Context: an optimization exercise on an open-source flow, tuned for small area. The choices shown serve that exercise and are no tape-out recipe.
Function was checked by simulation only, so behaviour that the tests miss may differ from the original.
Power and IR drop assume default switching activity.

## flow/run.sh

```bash
#!/bin/bash
# synth_recipe.tcl (not shown) runs the flow's synth.tcl, then flattens the netlist and writes it again
# the make line also repeats each setting of config.mk as NAME=value (left out here)
make -C /OpenROAD-flow-scripts/flow DESIGN_CONFIG=/design/flow/config.mk WORK_HOME=/design/flow/orfs CLKGATE_MAP_FILE= SYNTH_SCRIPT=/design/flow/synth_recipe.tcl finish
```

## flow/config.mk

```make
export PLATFORM = sky130hd
export DESIGN_NAME = regfile_mp_scoreboard
export DESIGN_NICKNAME = regfile_mp_scoreboard
export VERILOG_FILES = /design/flow/design.v
export SDC_FILE = /design/flow/constraint.sdc
export NUM_CORES = 4
export LEC_CHECK = 0
export CAP_MARGIN = 20
export CORE_MARGIN = 2
export CORE_UTILIZATION = 25
export PLACE_DENSITY = 0.3
export SLEW_MARGIN = 20
export SYNTH_HIERARCHICAL = 1
export SYNTH_MINIMUM_KEEP_SIZE = 0
```

## flow/constraint.sdc

```tcl
create_clock -name core_clock -period 8.0 [get_ports {Clock}]
set_input_delay 1.6000 -clock core_clock [delete_from_list [all_inputs] [get_ports {Clock}]]
set_output_delay 1.6000 -clock core_clock [all_outputs]
set_load 0.01 [all_outputs]
```

## flow/design.v

```verilog
module regfile_aoi3 (
  input  logic a0, b0, a1, b1, a2, b2,
  output logic y
);
  assign y = ~((a0 & b0) | (a1 & b1) | (a2 & b2));
endmodule
module regfile_ao3 (
  input  logic a0, b0, a1, b1, a2, b2,
  output logic y
);
  logic n;
  regfile_aoi3 u_aoi (.a0(a0), .b0(b0), .a1(a1), .b1(b1), .a2(a2), .b2(b2), .y(n));
  assign y = ~n;
endmodule
module regfile_read_bit (
  input  logic [31:1] sel,
  input  logic [31:1] d,
  output logic        y
);
  logic [10:0] n;
  for (genvar g = 0; g < 10; g++) begin : g_aoi
    regfile_aoi3 u_aoi (
      .a0(sel[3*g+1]), .b0(d[3*g+1]),
      .a1(sel[3*g+2]), .b1(d[3*g+2]),
      .a2(sel[3*g+3]), .b2(d[3*g+3]),
      .y (n[g])
    );
  end
  assign n[10] = ~(sel[31] & d[31]);
  assign y = ~&n;
endmodule
module regfile_mp_scoreboard #(
  parameter int DATA_W = 32,
  parameter int DEPTH  = 32,
  parameter int ADR_W  = 5
) (
  input  logic              Clock,
  input  logic              Reset,
  input  logic              WEn_A,
  input  logic [ADR_W-1:0]  Write_Adr_A,
  input  logic [DATA_W-1:0] Write_Data_A,
  input  logic              WEn_B,
  input  logic [ADR_W-1:0]  Write_Adr_B,
  input  logic [DATA_W-1:0] Write_Data_B,
  input  logic [ADR_W-1:0]  Read_Adr_1,
  input  logic [ADR_W-1:0]  Read_Adr_2,
  input  logic              Issue_En,
  input  logic [ADR_W-1:0]  Issue_Adr,
  output logic [DATA_W-1:0] Read_Data_1,
  output logic [DATA_W-1:0] Read_Data_2,
  output logic              Busy_1,
  output logic              Busy_2,
  output logic              Write_Conflict
);
  logic [DATA_W-1:0] regs      [1:DEPTH-1];
  logic [DATA_W-1:0] regs_next [1:DEPTH-1];
  logic [DEPTH-1:1]  valid;
  logic [DEPTH-1:1]  busy;
  logic [DEPTH-1:1]  hit_a, hit_b, hit_i;
  logic [DEPTH-1:1]  sel_b, sel_a, sel_q;
  logic [DEPTH-1:1]  dec_1, dec_2;
  logic [DEPTH-1:1]  sel_1, sel_2;
  assign Write_Conflict = WEn_A && WEn_B && (Write_Adr_A == Write_Adr_B) &&
                          (Write_Adr_A != '0);
  always_comb begin
    for (int r = 1; r < DEPTH; r++) begin
      hit_a[r] = WEn_A    && (Write_Adr_A == ADR_W'(r));
      hit_b[r] = WEn_B    && (Write_Adr_B == ADR_W'(r));
      hit_i[r] = Issue_En && (Issue_Adr   == ADR_W'(r));
      dec_1[r] = (Read_Adr_1 == ADR_W'(r));
      dec_2[r] = (Read_Adr_2 == ADR_W'(r));
    end
  end
  assign sel_b = hit_b;
  assign sel_a = hit_a & ~hit_b;
  assign sel_q = ~(hit_a | hit_b);
  for (genvar r = 1; r < DEPTH; r++) begin : g_reg
    for (genvar b = 0; b < DATA_W; b++) begin : g_bit
      regfile_ao3 u_next (
        .a0(sel_b[r]), .b0(Write_Data_B[b]),
        .a1(sel_a[r]), .b1(Write_Data_A[b]),
        .a2(sel_q[r]), .b2(regs[r][b]),
        .y (regs_next[r][b])
      );
    end
  end
  always_ff @(posedge Clock) begin
    for (int r = 1; r < DEPTH; r++)
      regs[r] <= regs_next[r];
  end
  always_ff @(posedge Clock or posedge Reset) begin
    if (Reset) begin
      valid <= '0;
      busy  <= '0;
    end else begin
      valid <= valid | hit_a | hit_b;
      busy  <= (busy & ~(hit_a | hit_b)) | hit_i;
    end
  end
  assign sel_1 = dec_1 & valid;
  assign sel_2 = dec_2 & valid;
  for (genvar b = 0; b < DATA_W; b++) begin : g_rd
    logic [DEPTH-1:1] col;
    for (genvar r = 1; r < DEPTH; r++) begin : g_col
      assign col[r] = regs[r][b];
    end
    regfile_read_bit u_rd_1 (.sel(sel_1), .d(col), .y(Read_Data_1[b]));
    regfile_read_bit u_rd_2 (.sel(sel_2), .d(col), .y(Read_Data_2[b]));
  end
  assign Busy_1 = |(dec_1 & busy);
  assign Busy_2 = |(dec_2 & busy);
endmodule
```

==> results.toml, run 1 <==
[job]
cap_violations = 0

[grt]
grt_max_degree = 63
overflow = 0
antenna_found_initial = 16
grt_pass1_vias = 48800
grt_first_pass_wirelength_um = 442000
grt_usage_pct = 34.3

[detailed_routing]
wirelength_um = 336000
vias = 52500
viasPerCell = 6.97
drt_iter0_drc = 15300
dr.pass1.iters = 17
post-route-drc-count = 0
wl_per_cell_um = 44.6
ant_nets = 0

[outcome]
outcome = "timing/DRC/antenna clean"

[timing]
period_needed_ns = 7.66
setup_viol = 0
slew_violations = 0
relSlewSlack_pct = 15.1
finalHoldViolCount = 0
period_share_pct = 95.7
timing.fmax_mhz = 131
worst_slew_pin_slew_ns = 1.27
rsz0062_at_grt = "false"
finalWorstSetupSlack_ns = 0.343
clock_skew_ns = 0
finalSetupTns_ns = 0

[synth]
synth.net_count = 4493
synthFlopType = "dfxtp_1"
syn-cell-area_mm2 = 0.0459
synth_cell_type_count = 59
yosysSeqAreaShare_pct = 46.6
synthesis.instances = 4399
syn_area_per_cell_um2 = 10.4
synth_edf_count = 0
yosys_register_bits = 1054
async_flop_share_pct = 5.88
yosys_warnings = 10

[pwr]
switching_share_pct = 31.5
seqPwrFrac_pct = 45.5
power.total_mw = 17.1
leakage_nw = 26.2
p_per_area_mw_per_mm2 = 293
p_comb_share_pct = 17.3
switchingPower_mw = 5.37
vdd_drop_max_mv = 0.135
p_int_mw = 11.7
p_clk_share_pct = 37.2

[setup_path]
critPathKind = "primary input to primary output"
critical_path.max_fanout = 32
cp-end-kind = "primary output"
critPathArrivalTime_ns = 6.06
cp.required_ns = 6.40
startpoint_type = "primary input"

[place]
port_buffers = 160
gp_congestion = 0.899
place_ws_ns = 0.578
place_area_mm2 = 0.0538
dp_hpwl_um = 201000

[cells_and_area]
fin_util_pct = 31.9
synthToLayoutAreaGrowth_pct = 27.0
final_cell_area_mm2 = 0.0583
nets = 5053
nFillCells = 18800
drive_gt1_share_pct = 13.3

[cts]
cts_buffer_depth = 3
path_clk_slew_ns = 0.06
cts_buffers = 138
clkLatencyLatePin_ns = 0.80
hold_buffers = 0
clock-sinks = 1054
cts_root_buffer = "clkbuf_16"
post_cts_resize_count = 0
cts_setup_buffers = 0
cts_tree = "built"
htree_levels = 4

[floorplan]
die_w_um = 433
floorplan.initialDensity_pct = 25.1
rows = 157
pin_count = 161
core_area_mm2 = 0.183
fp.dieH_um = 433
dieArea_mm2 = 0.187

[hold_path]
min_path_type = "flip-flop to flip-flop"
[worst max-delay path, cell delays in order]
cell and delay (ns):
clkdlybuf4s50_1 0.64, nor3b_1 1.00, and3_2 1.11, a222oi_1 0.29, nand4_1 0.57, a2111o_1 0.25, clkdlybuf4s50_1 0.56
[registers in the layout (all words and copies together), names as in the netlist]
name,flops
valid,31
regs,992
busy,31
[area by class of cell]
cell class / instances / area, um2 / share of cell area [%]
Antenna cell: 3 / 7.51 / 0.0129
Clock buffer: 215 / 4170 / 7.15
Clock inverter: 30 / 298 / 0.511
Inverter: 999 / 3750 / 6.43
Multi-Input combinational cell: 2311 / 21500 / 36.8
Sequential cell: 1054 / 21400 / 36.7
Tap cell: 2464 / 3080 / 5.29
Timing Repair Buffer: 455 / 4110 / 7.05
[final timing paths]
kind | from | end | slack [ns] | cells after the start
min in group asynchronous | Reset | busy[6] | 1.38 | 3
max in group asynchronous | Reset | valid[21] | 6.05 | 3
setup / recovery | Read_Adr_1[1] | Read_Data_1[24] | 0.34 | 7
setup reg to reg | regs[16][21] | regs[16][21] | 7.14 | 2
hold reg to reg | valid[14] | valid[14] | 0.48 | 1
hold / removal | valid[14] | valid[14] | 0.48 | 1
[power groups by stage]
| stage | registers [mW] | logic, mW | clock network, mW |
|---|---|---|---|
| final | 7.76 | 2.95 | 6.36 |
| after floorplan | 7.40 | 1.78 | 0 |
| after global placement | 7.81 | 2.83 | 0 |
| after global routing | 7.89 | 3.19 | 6.66 |
| after detailed placement | 7.79 | 2.90 | 0 |
| after CTS | 7.69 | 2.91 | 6.48 |
[per-module statistics from Yosys, one instance, submodules excluded]
module / times used / cells inside / flip-flops and latches
regfile_ao3: 992 / 1 / 0
regfile_mp_scoreboard: 1 / 1519 / 1054
regfile_read_bit: 64 / 4 / 0
regfile_aoi3: 1632 / 1 / 0
[per-layer routing]
layer	vias to the layer above	GRT usage (%)	wire, um
li1	20900	-	-
met1	27200	46.1	138000
met2	3768	52.3	147000
met3	701	8.22	37100
met4	0	14.1	14200
met5	-	0	0
[through the flow]
step                std cells  hold slack [ns]
floorplan                4399            0.440
global placement         7280            0.454
detailed placement       7283            0.464
CTS                      7528            0.478
global route             7529            0.502
finish                   7531            0.481
[synthesized netlist by cell type (4+ instances only)]
cell type | instances | area (um2)
nand2b_1 | 40 | 250
a222oi_1 | 1632 | 16300
and3_1 | 67 | 419
a22o_1 | 26 | 228
clkbuf_1 | 18 | 67.6
nor2b_1 | 13 | 81.3
buf_6 | 4 | 45.0
nor3b_1 | 4 | 30.0
buf_2 | 8 | 40.0
dfxtp_1 | 992 | 19900
a32o_1 | 8 | 80.1
inv_1 | 996 | 3740
nor3_1 | 9 | 45.0
dfrtp_1 | 62 | 1550
nor2_1 | 89 | 334
a31oi_1 | 7 | 43.8
mux2i_1 | 5 | 50.1
a2111o_1 | 64 | 721
nand2_1 | 111 | 417
o21ai_0 | 4 | 20.0
nand4_1 | 132 | 826
nand3_1 | 10 | 50.1
xnor2_1 | 4 | 35.0
a22oi_1 | 4 | 30.0
a21oi_1 | 34 | 170
[kinds of logic (layout without fill, tap and decap cells)]
| group | count (synthesis) | after routing | synth area share (%) |
|---|---|---|---|
| AOI/OAI and AO/OA | 1799 | 1799 | 38.7 |
| DFF | 1054 | 1054 | 46.6 |
| buffers and inverters | 1034 | 1699 | 8.57 |
| and+or+nand+nor | 500 | 500 | 5.80 |
| muxes | 8 | 8 | 0.183 |
| xor gates and xnor gates | 4 | 4 | 0.0763 |
| other | 0 | 3 | 0 |
[cells in the final DEF (no fill, tap or decap), types with 5 or more instances in the layout]
| master | instances |
|---|---|
| nand2_1 | 111 |
| clkdlybuf4s50_1 | 159 |
| a31oi_1 | 7 |
| nand3_1 | 10 |
| a32o_1 | 8 |
| nor3_1 | 9 |
| a2111o_1 | 64 |
| a21oi_4 | 31 |
| inv_1 | 995 |
| nor2_1 | 24 |
| inv_6 | 5 |
| dfxtp_1 | 992 |
| a222oi_1 | 1632 |
| and3_1 | 5 |
| nor2_4 | 62 |
| dfrtp_1 | 62 |
| nor2b_1 | 10 |
| nand4_1 | 132 |
| mux2i_1 | 5 |
| buf_4 | 272 |
| and3_2 | 62 |
| nand2b_1 | 40 |
| clkbuf_8 | 28 |
| clkbuf_16 | 145 |
| clkbuf_1 | 42 |
| a22o_1 | 26 |
| buf_12 | 20 |
| clkinv_2 | 17 |
==> run 2, diff against run 1 <==
--- a/flow/design.v
+++ b/flow/design.v
@@ -5,10 +5,2 @@
   assign y = ~((a0 & b0) | (a1 & b1) | (a2 & b2));
-endmodule
-module regfile_ao3 (
-  input  logic a0, b0, a1, b1, a2, b2,
-  output logic y
-);
-  logic n;
-  regfile_aoi3 u_aoi (.a0(a0), .b0(b0), .a1(a1), .b1(b1), .a2(a2), .b2(b2), .y(n));
-  assign y = ~n;
 endmodule
@@ -62,2 +54,6 @@
   logic [DEPTH-1:1]  sel_1, sel_2;
+  logic              phase;
+  logic [DATA_W-1:0] wdata_a, wdata_b;
+  logic              rflip_1, rflip_2;
+  logic [DATA_W-1:0] rraw_1, rraw_2;
   assign Write_Conflict = WEn_A && WEn_B && (Write_Adr_A == Write_Adr_B) &&
@@ -76,7 +72,15 @@
   assign sel_q = ~(hit_a | hit_b);
+  always_ff @(posedge Clock or posedge Reset) begin
+    if (Reset)
+      phase <= 1'b0;
+    else
+      phase <= ~phase;
+  end
+  assign wdata_a = Write_Data_A ^ {DATA_W{phase}};
+  assign wdata_b = Write_Data_B ^ {DATA_W{phase}};
   for (genvar r = 1; r < DEPTH; r++) begin : g_reg
     for (genvar b = 0; b < DATA_W; b++) begin : g_bit
-      regfile_ao3 u_next (
-        .a0(sel_b[r]), .b0(Write_Data_B[b]),
-        .a1(sel_a[r]), .b1(Write_Data_A[b]),
+      regfile_aoi3 u_next (
+        .a0(sel_b[r]), .b0(wdata_b[b]),
+        .a1(sel_a[r]), .b1(wdata_a[b]),
         .a2(sel_q[r]), .b2(regs[r][b]),
@@ -101,2 +105,4 @@
   assign sel_2 = dec_2 & valid;
+  assign rflip_1 = phase & (|sel_1);
+  assign rflip_2 = phase & (|sel_2);
   for (genvar b = 0; b < DATA_W; b++) begin : g_rd
@@ -106,5 +112,7 @@
     end
-    regfile_read_bit u_rd_1 (.sel(sel_1), .d(col), .y(Read_Data_1[b]));
-    regfile_read_bit u_rd_2 (.sel(sel_2), .d(col), .y(Read_Data_2[b]));
+    regfile_read_bit u_rd_1 (.sel(sel_1), .d(col), .y(rraw_1[b]));
+    regfile_read_bit u_rd_2 (.sel(sel_2), .d(col), .y(rraw_2[b]));
   end
+  assign Read_Data_1 = rraw_1 ^ {DATA_W{rflip_1}};
+  assign Read_Data_2 = rraw_2 ^ {DATA_W{rflip_2}};
   assign Busy_1 = |(dec_1 & busy);
==> flow/flow/run.sh (new file) <==
#!/bin/bash
# The standard layout (the standard.sh, standard synthesis unchanged) with
# two placement/CTS options changed through ORFS's own variables:
#  - port buffers use the smallest buffer cell;
#  - clock tree synthesis inserts no dummy loads and uses small clock buffers.
# The full make output goes to standard_flow.log; ORFS keeps each tool's log
# under orfs/logs/.
set -euo pipefail
export BUFFER_PORTS_ARGS="-buffer_cell sky130_fd_sc_hd__buf_1"
export CTS_ARGS="-sink_clustering_enable -repair_clock_nets -dont_use_dummy_load -sink_clustering_size 16 -sink_clustering_max_diameter 60 -buf_list {sky130_fd_sc_hd__clkbuf_4 sky130_fd_sc_hd__clkbuf_8}"
bash standard.sh > standard_flow.log 2>&1
==> flow/standard.sh (new file) <==
#!/bin/bash
# synth_recipe.tcl (not shown) runs the flow's synth.tcl, then flattens the netlist and writes it again
# the make line also repeats each setting of config.mk as NAME=value (left out here)
make -C /OpenROAD-flow-scripts/flow DESIGN_CONFIG=/design/flow/config.mk WORK_HOME=/design/flow/orfs CLKGATE_MAP_FILE= SYNTH_SCRIPT=/design/flow/synth_recipe.tcl "${@:-finish}"
removed: flow/run.sh
==> run 2 against run 1 <==
Compared with the run above:
- still clean
- power down 11%
- clock-buffer cell count down 81
- global-route usage down 0.53 points
- clock skew up 0.056 ns
- synthesized cell count down 19%
==> results.toml, run 2 <==
[outcome]
outcome = "timing/DRC/antenna clean"

[setup_path]
slowest_delay_ns = 0.69
cp_cell_sequence = "buf_1 -> and2_1 -> nor2b_1 -> and3_2 -> buf_4 -> a222oi_1 -> nand4_1 -> a2111o_1 -> xnor2_1 -> buf_1"
startpoint_type = "primary input"
crit_top_cell = "buf_1"
critPathKind = "primary input to primary output"
cp.required_ns = 6.40
crit_slowest_cell = "a222oi_1"
cp-end-kind = "primary output"
critPathArrivalTime_ns = 5.53
critical_path.max_fanout = 21

[synth]
yosysMostFrequentCell = "a222oi_1"
syn-cell-area_mm2 = 0.0436
synthesis.instances = 3584
async_flop_share_pct = 5.97
yosysSeqAreaShare_pct = 49.1
synthFlopType = "dfxtp_1"
netlist.area_leader.share_pct = 45.5
yosys_warnings = 10
synth_cell_type_count = 51
synth_edf_count = 0
synth.net_count = 3678
syn_area_per_cell_um2 = 12.2
yosysTopAreaCell = "dfxtp_1"
synthTopCellsByCount = "1632 x a222oi_1, 992 x dfxtp_1, 132 x nand4_1"
yosys_register_bits = 1055
synthTopCellsByArea = "dfxtp_1 46%, a222oi_1 37%, dfrtp_1 3.6%"

[timing]
period_share_pct = 89.1
slew_violations = 0
worst_slew_pin_slew_ns = 1.27
setup_viol = 0
relSlewSlack_pct = 15.3
clock_skew_ns = 0.0559
period_needed_ns = 7.13
finalSetupTns_ns = 0
rsz0062_at_grt = "false"
finalHoldViolCount = 0
timing.fmax_mhz = 140

[pwr]
vdd_drop_max_mv = 0.143
power.total_mw = 15.2
p_per_area_mw_per_mm2 = 290
leakage_nw = 17.7

[cts]
clkLatencyLatePin_ns = 0.94
path_clk_slew_ns = 0.06
hold_buffers = 0
post_cts_resize_count = 0
cts_buffers = 134
cts_root_buffer = "clkbuf_8"
cts_buffer_depth = 3
cts_tree = "built"
cts_setup_buffers = 0
clock-sinks = 1055
htree_levels = 4

[cells_and_area]
final_cell_mix = "1632 x a222oi_1, 992 x dfxtp_1, 236 x buf_4"
finalNonFillerCells = 6407
nets = 4174
fin_util_pct = 30.2
final_cell_area_mm2 = 0.0524
nFillCells = 17700
layout_commonest_cell = "a222oi_1"
regArea_mm2 = 0.0214
largestRegisters = "regs: 992 flops, busy: 31 flops, valid: 31 flops"
synthToLayoutAreaGrowth_pct = 20.0
top_register = "regs"
largest_reg_flops = 992
drive_gt1_share_pct = 15.2
multiInputGateArea_mm2 = 0.0236

[floorplan]
pin_count = 161
rows = 153
die_w_um = 422
core_area_mm2 = 0.174
dieArea_mm2 = 0.178
floorplan.initialDensity_pct = 25.1
fp.dieH_um = 422

[grt]
met2_usage_pct = 51.1
antenna_found_initial = 5
grt_max_degree = 64
met3_usage_pct = 7.44
grt_pass1_vias = 48100
grt_usage_pct = 33.7
busiest_layer = "met2"
grt_first_pass_wirelength_um = 423000
met1_usage_pct = 43.7
overflow = 0

[place]
port_buffers = 160
gp_congestion = 0.896
dp_hpwl_um = 189000
place_area_mm2 = 0.0505
dp_cells = 6268

[detailed_routing]
drt_iter0_drc = 15600
viasPerCell = 7.88
vias = 50500
wl_per_cell_um = 49.6
post-route-drc-count = 0
dr.pass1.iters = 17
wirelength_um = 318000
ant_nets = 0

[job]
cap_violations = 0

[hold_path]
min_path_type = "flip-flop to flip-flop"
run 2: cell count changes after synthesis, sizes merged, moves of 7 or more:
cell    change
nor3b      +11
clkbuf     +13
a32o        -7
xor2       +64
a22o        +8
xnor2      +64
inv       -993
nor4        +8
run 2: layer usage:
metal	up-vias	wire length, um
li1	19100	-
met1	26100	122000
met2	4585	138000
met3	757	36400
met4	2	20500
met5	-	19
run 2: path summary, 6_finish.rpt:
| check | from | to | slack [ns] | cells past startpoint |
|---|---|---|---|---|
| hold reg to reg | regs[11][15] | regs[11][15] | 0.48 | 1 |
| min in group asynchronous | Reset | busy[2] | 0.88 | 3 |
| setup reg to reg | phase | regs[2][29] | 4.88 | 3 |
| setup / recovery | Read_Adr_2[4] | Read_Data_2[28] | 0.87 | 10 |
| hold / removal | regs[11][15] | regs[11][15] | 0.48 | 1 |
| max in group asynchronous | Reset | phase | 6.36 | 3 |
run 2: layout make-up:
cell class	instances	share of cell area, %
tap	2325	5.55
clock buffer	134	3.52
timing repair buffer	405	4.92
multi-input combinational	2478	45.0
antenna	4	0.0191
inverter	6	0.0430
sequential	1055	40.9
run 2: per-stage QoR:
stage          worst slack [ns]  hold slack (ns)
5_1_grt                   0.871            0.494
6_report                  0.873            0.483
4_1_cts                    1.07            0.482
2_1_floorplan              2.17            0.440
3_3_place_gp               1.05            0.463
3_5_place_dp               1.07            0.471
run 2: kinds of logic after synthesis:
| group | share of synthesized area [%] |
|---|---|
| flops | 49.1 |
| buf+inv | 0.502 |
| mux | 0.427 |
| compound gates | 41.0 |
| simple gates | 6.35 |
| xor+xnor | 2.65 |
run 2: Yosys stat by module (local to each module, per instance):
module | cell area (um2) | times used | flops+latches | cells inside
regfile_mp_scoreboard | 25500 | 1 | 1055 | 1696
regfile_read_bit | 27.5 | 64 | 0 | 4
regfile_aoi3 | 10.0 | 1632 | 0 | 1
run 2: worst max-delay path, delay by kind of cell:
family,cells,cell delay (ns)
AND/OR/NAND/NOR,4,1.58
XOR/XNOR,1,0.21
buffers and inverters,3,0.87
AO/OA/AOI/OAI,2,1.23
run 2: where the power goes:
| part | switching (mW) | total [mW] | internal [mW] |
|---|---|---|---|
| Clock | 2.10 | 3.59 | 1.48 |
| Sequential | 1.38 | 8.30 | 6.92 |
| Combinational | 1.77 | 3.28 | 1.51 |
==> run 3, diff against run 2 <==
--- a/flow/config.mk
+++ b/flow/config.mk
@@ -7,3 +7,3 @@
 export LEC_CHECK = 0
-export CAP_MARGIN = 20
+export CAP_MARGIN = 5
 export CORE_MARGIN = 2
@@ -11,3 +11,3 @@
 export PLACE_DENSITY = 0.3
-export SLEW_MARGIN = 20
+export SLEW_MARGIN = 5
 export SYNTH_HIERARCHICAL = 1
==> run 3 against run 2 <==
Compared with the run above:
- register-to-register slack about the same
- still clean on timing, DRC and antenna
- critical path depth unchanged
- combinational power hardly changed
- die area did not move
- first-iteration DRC count barely moved
- via count fell by 0.29%
- largest power group unchanged
- routed wire length decreased by 0.20%
- largest cell class unchanged
==> results.toml, run 3 <==
[outcome]
outcome = "timing/DRC/antenna clean"

[place]
dp_hpwl_um = 189000
gp_congestion = 0.896
port_buffers = 160

[job]
cap_violations = 0

[grt]
overflow = 0
grt_usage_pct = 33.6
grt_first_pass_wirelength_um = 421000
antenna_found_initial = 7
grt_max_degree = 64
grt_pass1_vias = 48300

[cells_and_area]
top_register = "regs"
regArea_mm2 = 0.0214
layout_commonest_cell = "a222oi_1"
nFillCells = 17800
multiInputGateArea_mm2 = 0.0236
nets = 4172
final_cell_mix = "1632 x a222oi_1, 992 x dfxtp_1, 236 x buf_4"
drive_gt1_share_pct = 15.2
synthToLayoutAreaGrowth_pct = 19.9
largestRegisters = "regs: 992 flops, busy: 31 flops, valid: 31 flops"
largest_reg_flops = 992

[synth]
yosysMostFrequentCell = "a222oi_1"
netlist.area_leader.share_pct = 45.5
yosys_warnings = 10
synth.net_count = 3678
synthFlopType = "dfxtp_1"
yosysSeqAreaShare_pct = 49.1
async_flop_share_pct = 5.97
synthTopCellsByCount = "1632 x a222oi_1, 992 x dfxtp_1, 132 x nand4_1"
synth_cell_type_count = 51
synthesis.instances = 3584
yosys_register_bits = 1055
synthTopCellsByArea = "dfxtp_1 46%, a222oi_1 37%, dfrtp_1 3.6%"
syn-cell-area_mm2 = 0.0436
yosysTopAreaCell = "dfxtp_1"
syn_area_per_cell_um2 = 12.2
synth_edf_count = 0

[floorplan]
pin_count = 161
fp.dieH_um = 422
rows = 153
die_w_um = 422
core_area_mm2 = 0.174
dieArea_mm2 = 0.178
floorplan.initialDensity_pct = 25.1

[cts]
post_cts_resize_count = 0
hold_buffers = 0
cts_root_buffer = "clkbuf_8"
clkLatencyLatePin_ns = 0.95
cts_buffer_depth = 3
clock-sinks = 1055
htree_levels = 4
path_clk_slew_ns = 0.06
cts_buffers = 136
cts_tree = "built"
cts_setup_buffers = 0

[timing]
worst_slew_pin_slew_ns = 1.27
clock_skew_ns = 0.0772
period_needed_ns = 7.20
timing.fmax_mhz = 139
finalSetupTns_ns = 0
relSlewSlack_pct = 15.1
period_share_pct = 90.1
finalHoldViolCount = 0
rsz0062_at_grt = "false"
setup_viol = 0
slew_violations = 0

[setup_path]
worstReg2RegEnd = "regs[16][29]"
cp.required_ns = 6.40
startpoint_type = "primary input"
critPathKind = "primary input to primary output"
rrSetupSlack_ns = 4.88
rr_worst_depth = 3
critical_path.max_fanout = 21
cp-end-kind = "primary output"
critPathArrivalTime_ns = 5.60
reg2reg_from = "phase"

[hold_path]
hold_end = "regs[11][15]"
holdCritStartpoint = "regs[11][15]"
min_path_type = "flip-flop to flip-flop"
hold-path-cell-count = 1

[detailed_routing]
dr.pass1.iters = 17
wl_per_cell_um = 49.5
vias = 50400
ant_nets = 0
drt_iter0_drc = 15600
post-route-drc-count = 0
viasPerCell = 7.86
wirelength_um = 317000

[pwr]
vdd_drop_max_mv = 0.163
leakage_nw = 17.6
p_per_area_mw_per_mm2 = 290
power.total_mw = 15.2
==> run 3: cell type report <==
type	instances	share of cell area [%]
antenna	6	0.0287
multi-input combinational	2478	45.1
timing repair buffer	401	4.73
inverter	6	0.0430
sequential	1055	41.0
clock buffer	136	3.58
tap	2325	5.56
==> run 3: worst max-delay path, cell delays in order <==
cell	delay, ns
buf_1	0.32
and2_1	0.35
nor2b_1	0.24
and3_2	0.57
buf_4	0.38
a222oi_1	0.49
nand4_1	0.63
a2111o_1	0.61
xnor2_1	0.17
buf_1	0.18
==> run 3: logic make-up after synthesis <==
kind of cell	synth area share [%]
DFF	49.1
muxes	0.427
buffers and inverters	0.502
xor gates and xnor gates	2.65
and+or+nand+nor	6.35
AOI/OAI and AO/OA	41.0
==> run 3: how the worst max path moves through the flow <==
stage / from / to / slack (ns) / cells past startpoint
after floorplan: Read_Adr_2[3] / Read_Data_2[10] / 2.17 / 8
after global placement: Read_Adr_1[0] / Read_Data_1[0] / 1.05 / 9
after detailed placement: Read_Adr_1[0] / Read_Data_1[0] / 1.04 / 9
after CTS: Read_Adr_1[0] / Read_Data_1[0] / 1.03 / 9
after global routing: Read_Adr_1[0] / Read_Data_1[29] / 0.84 / 10
final: Read_Adr_2[4] / Read_Data_2[29] / 0.80 / 10
==> run 3: stage by stage <==
step,setup WS (ns),hold WS (ns),cells,util (%),instance area [um2]
after floorplan,2.17,0.440,3584,-,43600
after global routing,0.842,0.495,6402,30.1,52300
after global placement,1.05,0.463,6265,29.0,50400
final,0.796,0.485,6407,30.1,52300
after detailed placement,1.04,0.471,6265,29.0,50400
after CTS,1.03,0.483,6401,30.1,52300
==> run 3: layer usage <==
| metal | routed length, um | GRT usage [%] | part of all wire [%] | up-vias |
|---|---|---|---|---|
| li1 | - | - | - | 19100 |
| met1 | 121000 | 43.1 | 38 | 26100 |
| met2 | 139000 | 51.4 | 44 | 4411 |
| met3 | 36600 | 7.59 | 12 | 763 |
| met4 | 20400 | 20.3 | 6.4 | 2 |
| met5 | 13 | 0 | 0.0041 | - |
==> run 3: modules after synthesis (local to each module, per instance) <==
module,copies in the design,cell area [um2],cells,flip-flops and latches
regfile_aoi3,1632,10.0,1,0
regfile_read_bit,64,27.5,4,0
regfile_mp_scoreboard,1,25500,1696,1055
==> run 3: where the power goes <==
group	switching [mW]	internal, mW
registers	1.38	6.92
logic	1.76	1.51
clock network	2.11	1.50
==> run 4, diff against run 3 <==
--- a/flow/config.mk
+++ b/flow/config.mk
@@ -9,4 +9,4 @@
 export CORE_MARGIN = 2
-export CORE_UTILIZATION = 25
-export PLACE_DENSITY = 0.3
+export CORE_UTILIZATION = 35
+export PLACE_DENSITY = 0.4
 export SLEW_MARGIN = 5
==> run 4 against run 3 <==
Compared with the run above:
- non-clock buffer count decreased by 26
- die area decreased by 28%
- fmax decreased by 6.8%
- via count increased by 0.51%
- power decreased by 3.6%
- first-iteration DRC count increased by 15%
==> results.toml, run 4 <==
[grt]
grt_max_degree = 64
antenna_found_initial = 5
grt_first_pass_wirelength_um = 378000
overflow = 0
grt_pass1_vias = 48600
grt_usage_pct = 41.4

[hold_path]
min_path_type = "flip-flop to flip-flop"
holdCritStartpoint = "valid[6]"

[floorplan]
pin_count = 161
die_w_um = 357
rows = 129
core_area_mm2 = 0.124
floorplan.initialDensity_pct = 35.3
dieArea_mm2 = 0.128
fp.dieH_um = 357

[setup_path]
cp-end-kind = "primary output"
cp_cell_sequence = "buf_1 -> nor3b_1 -> and3_2 -> buf_4 -> nor4_1 -> nand2_1 -> o31ai_4 -> buf_4 -> xnor2_1 -> buf_1"
cp.required_ns = 6.40
critPathKind = "primary input to primary output"
worstSetupStartpoint = "Read_Adr_1[0]"
slowest_delay_ns = 0.95
critPathArrivalTime_ns = 6.13
cp.buffers_inverters = 4
critical_path.max_fanout = 24
reg2reg_from = "phase"
startpoint_type = "primary input"
path_delay_family = "simple AND/OR/NAND/NOR gates"
crit_slowest_cell = "nor4_1"

[cts]
cts_buffer_depth = 3
cts_root_buffer = "clkbuf_8"
hold_buffers = 0
path_clk_slew_ns = 0.06
cts_buffers = 110
post_cts_resize_count = 0
cts_tree = "built"
clkLatencyLatePin_ns = 0.85
htree_levels = 3
clock-sinks = 1055
cts_setup_buffers = 0

[pwr]
power.total_mw = 14.6
vdd_drop_max_mv = 0.149
p_per_area_mw_per_mm2 = 289
leakage_nw = 17.3

[cells_and_area]
layout_commonest_cell = "a222oi_1"
fin_util_pct = 41.0
largest_reg_flops = 992
largestRegisters = "regs: 992 flops, busy: 31 flops, valid: 31 flops"
synthToLayoutAreaGrowth_pct = 16.1
final_cell_mix = "1632 x a222oi_1, 992 x dfxtp_1, 215 x buf_4"
nets = 4120
drive_gt1_share_pct = 14.0
nFillCells = 11900
final_cell_area_mm2 = 0.0507
top_register = "regs"

[synth]
synth.net_count = 3678
synthFlopType = "dfxtp_1"
synthTopCellsByCount = "1632 x a222oi_1, 992 x dfxtp_1, 132 x nand4_1"
yosysSeqAreaShare_pct = 49.1
synthTopCellsByArea = "dfxtp_1 46%, a222oi_1 37%, dfrtp_1 3.6%"
yosys_warnings = 10
syn_area_per_cell_um2 = 12.2
yosysTopAreaCell = "dfxtp_1"
yosysMostFrequentCell = "a222oi_1"
async_flop_share_pct = 5.97
yosys_register_bits = 1055
synthesis.instances = 3584
netlist.area_leader.share_pct = 45.5
synth_cell_type_count = 51
synth_edf_count = 0
syn-cell-area_mm2 = 0.0436

[place]
port_buffers = 160
place_area_mm2 = 0.0491
gp_congestion = 0.978
dp_hpwl_um = 159000

[timing]
worst_slew_pin_slew_ns = 1.35
relSlewSlack_pct = 10.1
timing.fmax_mhz = 129
setup_viol = 0
finalSetupTns_ns = 0
period_needed_ns = 7.73
rsz0062_at_grt = "false"
slew_violations = 0
period_share_pct = 96.6
clock_skew_ns = 0.0877
finalHoldViolCount = 0

[detailed_routing]
drt_iter0_drc = 17900
wirelength_um = 279000
post-route-drc-count = 0
wl_per_cell_um = 49.2
vias = 50600
ant_nets = 0
viasPerCell = 8.94
dr.pass1.iters = 20

[outcome]
outcome = "timing/DRC/antenna clean"

[job]
cap_violations = 0
[run 4: cell counts after synthesis]
No cell type changed its count.
[run 4: path summary, 6_finish.rpt]
check | end | slack [ns] | depth (start not counted)
setup reg to reg | regs[15][19] | 4.75 | 5
max in group asynchronous | phase | 6.23 | 3
min in group asynchronous | busy[18] | 1.03 | 3
hold / removal | valid[6] | 0.48 | 1
hold reg to reg | valid[6] | 0.48 | 1
setup / recovery | Read_Data_1[12] | 0.27 | 10
[run 4: kinds of logic (layout without fill, tap and decap cells)]
family | after synthesis | in the layout | share of synthesized area (%)
DFF | 1055 | 1055 | 49.1
buffers and inverters | 51 | 491 | 0.502
other | 0 | 2 | 0
AOI/OAI and AO/OA | 1812 | 1812 | 41.0
xor gates and xnor gates | 132 | 132 | 2.65
muxes | 15 | 15 | 0.427
and+or+nand+nor | 519 | 519 | 6.35
[run 4: final cells by class]
type	instances	area, um2	share of cell area [%]
timing repair buffer	375	2210	4.37
multi-input combinational	2478	23400	46.2
antenna	2	5.00	0.00988
sequential	1055	21400	42.3
tap	1637	2050	4.04
clock buffer	110	1510	2.99
inverter	6	22.5	0.0445
[run 4: per-stage QoR]
stage	std cells	setup WS, ns	hold slack (ns)
finish	5663	0.274	0.479
global route	5663	0.367	0.497
CTS	5661	0.479	0.475
detailed placement	5551	0.522	0.460
global placement	5551	0.406	0.458
floorplan	3584	2.17	0.440
[run 4: per-layer routing]
| metal | track usage (%) | up-vias | wire length (um) | part of all wire [%] |
|---|---|---|---|---|
| met1 | 52.0 | 25300 | 99400 | 36 |
| met5 | 0.148 | - | 27 | 0.0097 |
| li1 | - | 19000 | - | - |
| met4 | 27.1 | 4 | 20900 | 7.5 |
| met3 | 12.0 | 1079 | 40700 | 15 |
| met2 | 61.8 | 5278 | 118000 | 42 |
[run 4: modules after synthesis, one instance, submodules excluded]
module,copies in the design,cells
regfile_mp_scoreboard,1,1696
regfile_read_bit,64,4
regfile_aoi3,1632,1
[run 4: worst register-to-register path, cell delays in order, from the launching register on]
cell and delay [ns]:
dfrtp_4 0.47, buf_4 0.73, buf_4 0.93, xor2_2 0.22, buf_4 0.31, a222oi_1 0.54
[run 4: power breakdown]
| group | total, mW | leakage (nW) | switching, mW | internal [mW] |
|---|---|---|---|---|
| registers | 8.25 | 9.13 | 1.34 | 6.91 |
| logic | 3.24 | 7.35 | 1.74 | 1.50 |
| clock network | 3.15 | 0.791 | 1.94 | 1.21 |
| total | 14.6 | 17.3 | 5.02 | 9.62 |
==> run 5, diff against run 4 <==
--- a/flow/flow/run.sh
+++ b/flow/flow/run.sh
@@ -9,3 +9,3 @@
 export BUFFER_PORTS_ARGS="-buffer_cell sky130_fd_sc_hd__buf_1"
-export CTS_ARGS="-sink_clustering_enable -repair_clock_nets -dont_use_dummy_load -sink_clustering_size 16 -sink_clustering_max_diameter 60 -buf_list {sky130_fd_sc_hd__clkbuf_4 sky130_fd_sc_hd__clkbuf_8}"
+export CTS_ARGS="-sink_clustering_enable -repair_clock_nets -dont_use_dummy_load -sink_clustering_size 16 -sink_clustering_max_diameter 75 -buf_list {sky130_fd_sc_hd__clkbuf_4 sky130_fd_sc_hd__clkbuf_8}"
 bash standard.sh > standard_flow.log 2>&1
==> run 5 against run 4 <==
Compared with the run above:
- still clean
- setup slack better by 0.048 ns
- utilization is 0.30 points lower
- routed wire length is 0.27% lower
- hold slack worse by 0.0015 ns
- sequential power hardly changed
- synthesized cell count stayed put
- power is 2.5% lower
- sequential share of layout area is 0.31 points higher
- final area is 0.72% lower
- fmax is 0.62% higher
- combinational power hardly changed
- critical endpoint unchanged
- largest power group unchanged
==> results.toml, run 5 <==
[floorplan]
rows = 129
core_area_mm2 = 0.124
dieArea_mm2 = 0.128
fp.dieH_um = 357
die_w_um = 357
floorplan.initialDensity_pct = 35.3
pin_count = 161

[job]
cap_violations = 0

[cts]
cts_buffer_depth = 3
post_cts_resize_count = 0
cts_root_buffer = "clkbuf_8"
clock-sinks = 1055
htree_levels = 3
cts_buffers = 83
cts_setup_buffers = 0
cts_tree = "built"
hold_buffers = 0
clkLatencyLatePin_ns = 0.80
path_clk_slew_ns = 0.06

[setup_path]
reg2reg_from = "phase"
startpoint_type = "primary input"
crit_end = "Read_Data_1[12]"
critPathArrivalTime_ns = 6.08
critical_path.max_fanout = 24
rr_worst_depth = 5
cp-end-kind = "primary output"
cp.required_ns = 6.40
worstSetupStartpoint = "Read_Adr_1[0]"
worstReg2RegEnd = "regs[15][19]"
critPathKind = "primary input to primary output"
rrSetupSlack_ns = 4.71

[timing]
setup_viol = 0
worst_slew_pin_slew_ns = 1.35
slew_violations = 0
finalSetupTns_ns = 0
relSlewSlack_pct = 10.1
period_needed_ns = 7.68
fin_hold_ws_ns = 0.477
finalHoldViolCount = 0
timing.fmax_mhz = 130
finalWorstSetupSlack_ns = 0.322
clock_skew_ns = 0.0525
period_share_pct = 96.0
rsz0062_at_grt = "false"

[detailed_routing]
drt_iter0_drc = 18000
wl_per_cell_um = 49.3
wirelength_um = 278000
top_layer_used = "met5"
route.met2.wl_um = 117000
dr.pass1.iters = 17
vias = 50400
viasPerCell = 8.94
met1_length_um = 98100
met3_length_um = 41900
post-route-drc-count = 0
ant_nets = 0

[place]
dp_hpwl_um = 159000
gp_congestion = 0.978
port_buffers = 160
place_ws_ns = 0.522

[grt]
grt_pass1_vias = 48300
grt_first_pass_wirelength_um = 378000
antenna_found_initial = 3
overflow = 0
grt_max_degree = 64
grt_usage_pct = 41.4

[cells_and_area]
largestRegisters = "regs: 992 flops, busy: 31 flops, valid: 31 flops"
top_register = "regs"
largest_reg_flops = 992
nets = 4093
layout_commonest_cell = "a222oi_1"
synthToLayoutAreaGrowth_pct = 15.2
final_cell_mix = "1632 x a222oi_1, 992 x dfxtp_1, 215 x buf_4"
drive_gt1_share_pct = 13.5

[pwr]
leakage_nw = 17.1
vdd_drop_max_mv = 0.138
p_per_area_mw_per_mm2 = 284

[synth]
synth_cell_type_count = 51
synthFlopType = "dfxtp_1"
synth_edf_count = 0
syn-cell-area_mm2 = 0.0436
synth.net_count = 3678
yosysTopAreaCell = "dfxtp_1"
synthTopCellsByCount = "1632 x a222oi_1, 992 x dfxtp_1, 132 x nand4_1"
netlist.area_leader.share_pct = 45.5
synthesis.instances = 3584
yosys_warnings = 10
synthTopCellsByArea = "dfxtp_1 46%, a222oi_1 37%, dfrtp_1 3.6%"
syn_area_per_cell_um2 = 12.2
yosysSeqAreaShare_pct = 49.1
yosys_register_bits = 1055
yosysMostFrequentCell = "a222oi_1"
async_flop_share_pct = 5.97

[outcome]
outcome = "timing/DRC/antenna clean"

[hold_path]
min_path_type = "flip-flop to flip-flop"
==> run 5: cell count changes in the layout (fill, tap and decap cells not counted), sizes merged <==
cell and change:
clkbuf -27, diode +2
==> run 5: through the flow <==
| stage | power, mW | utilization (%) | instance area [um2] | std cells |
|---|---|---|---|---|
| detailed placement | 11.4 | 39.7 | 49100 | 5551 |
| floorplan | 9.96 | - | 43600 | 3584 |
| finish | 14.3 | 40.7 | 50300 | 5638 |
| CTS | 14.1 | 40.7 | 50300 | 5634 |
| global route | 14.8 | 40.7 | 50300 | 5637 |
| global placement | 11.2 | 39.7 | 49100 | 5551 |
==> run 5: kinds of logic (layout without fill, tap and decap cells) <==
family                    after synthesis  after routing  synth area share (%)
DFF                                  1055           1055                  49.1
AOI/OAI and AO/OA                    1812           1812                  41.0
buffers and inverters                  51            464                 0.502
muxes                                  15             15                 0.427
xor gates and xnor gates              132            132                  2.65
and+or+nand+nor                       519            519                  6.35
other                                   0              4                     0
==> run 5: worst max-delay path: stages <==
cell and delay (ns):
buf_1 0.82, nor3b_1 0.35, and3_2 0.47, buf_4 0.29
nor4_1 0.90, nand2_1 0.21, o31ai_4 0.25, buf_4 0.53
xnor2_1 0.38, buf_1 0.22
==> run 5: worst min path at each step <==
stage / start / end / slack, ns / cells past startpoint
after global placement: valid[6] / valid[6] / 0.46 / 1
final: valid[6] / valid[6] / 0.48 / 1
after CTS: valid[6] / valid[6] / 0.48 / 1
after floorplan: valid[12] / valid[12] / 0.44 / 1
after global routing: regs[15][25] / regs[15][25] / 0.50 / 1
after detailed placement: valid[6] / valid[6] / 0.46 / 1
==> run 5: area by class of cell <==
type	count	area (um2)
Multi-Input combinational cell	2478	23400
Timing Repair Buffer	375	2210
Tap cell	1637	2050
Inverter	6	22.5
Fill cell	11900	73400
Antenna cell	4	10.0
Sequential cell	1055	21400
Clock buffer	83	1140
==> run 5: per-layer routing <==
metal	track usage (%)	up-vias
met5	0.148	-
met4	27.0	2
met3	11.8	1080
met2	61.5	5285
met1	52.4	25200
li1	-	18900
==> run 5: Yosys stat by module, one instance, submodules excluded <==
| module | times used | cells inside | flops+latches |
|---|---|---|---|
| regfile_aoi3 | 1632 | 1 | 0 |
| regfile_mp_scoreboard | 1 | 1696 | 1055 |
| regfile_read_bit | 64 | 4 | 0 |
==> run 5: power breakdown <==
group          internal [mW]  leakage, nW  switching, mW
registers               6.91         9.13           1.34
logic                   1.50         7.35           1.74
clock network          0.930        0.597           1.87
total                   9.34         17.1           4.94

[afterwards: timing with drivers on the ports]
Ports are ideal in the flow. The routed layouts listed here were re-timed in OpenROAD.
Step 1 sets driving cells, clkbuf_16 on the clock port and buf_2 on the other inputs (assumed; they add their load-dependent delay and slew).
Step 2 adds t to the input delays and takes it off the output delays; t is the mean of the earliest and latest rising clock arrival at the registers after step 1. Input paths then give back, and output paths get back, about the clock's delay inside the block.
a / b / c = ideal ports / drivers / drivers and shift; a / b = the first two.
run	t, ns	slack for setup (ns)	hold slack, ns	pins driven straight from the clock port
run 1	0.885	0.343 / 0.321 / 0.321	0.481 / 0.481 / 0.481	1
run 2	0.976	0.873 / 0.831 / 0.831	0.483 / 0.483 / 0.483	1
run 3	0.993	0.796 / 0.751 / 0.751	0.485 / 0.485 / 0.485	1
run 4	0.873	0.274 / 0.231 / 0.231	0.479 / 0.479 / 0.479	1
run 5	0.861	0.322 / 0.279 / 0.279	0.477 / 0.477 / 0.477	1
After both steps every run listed still meets setup and hold. The setup slack of run 3, which loses most, moves by -0.045 ns with the drivers and by -0.045 ns with both steps.
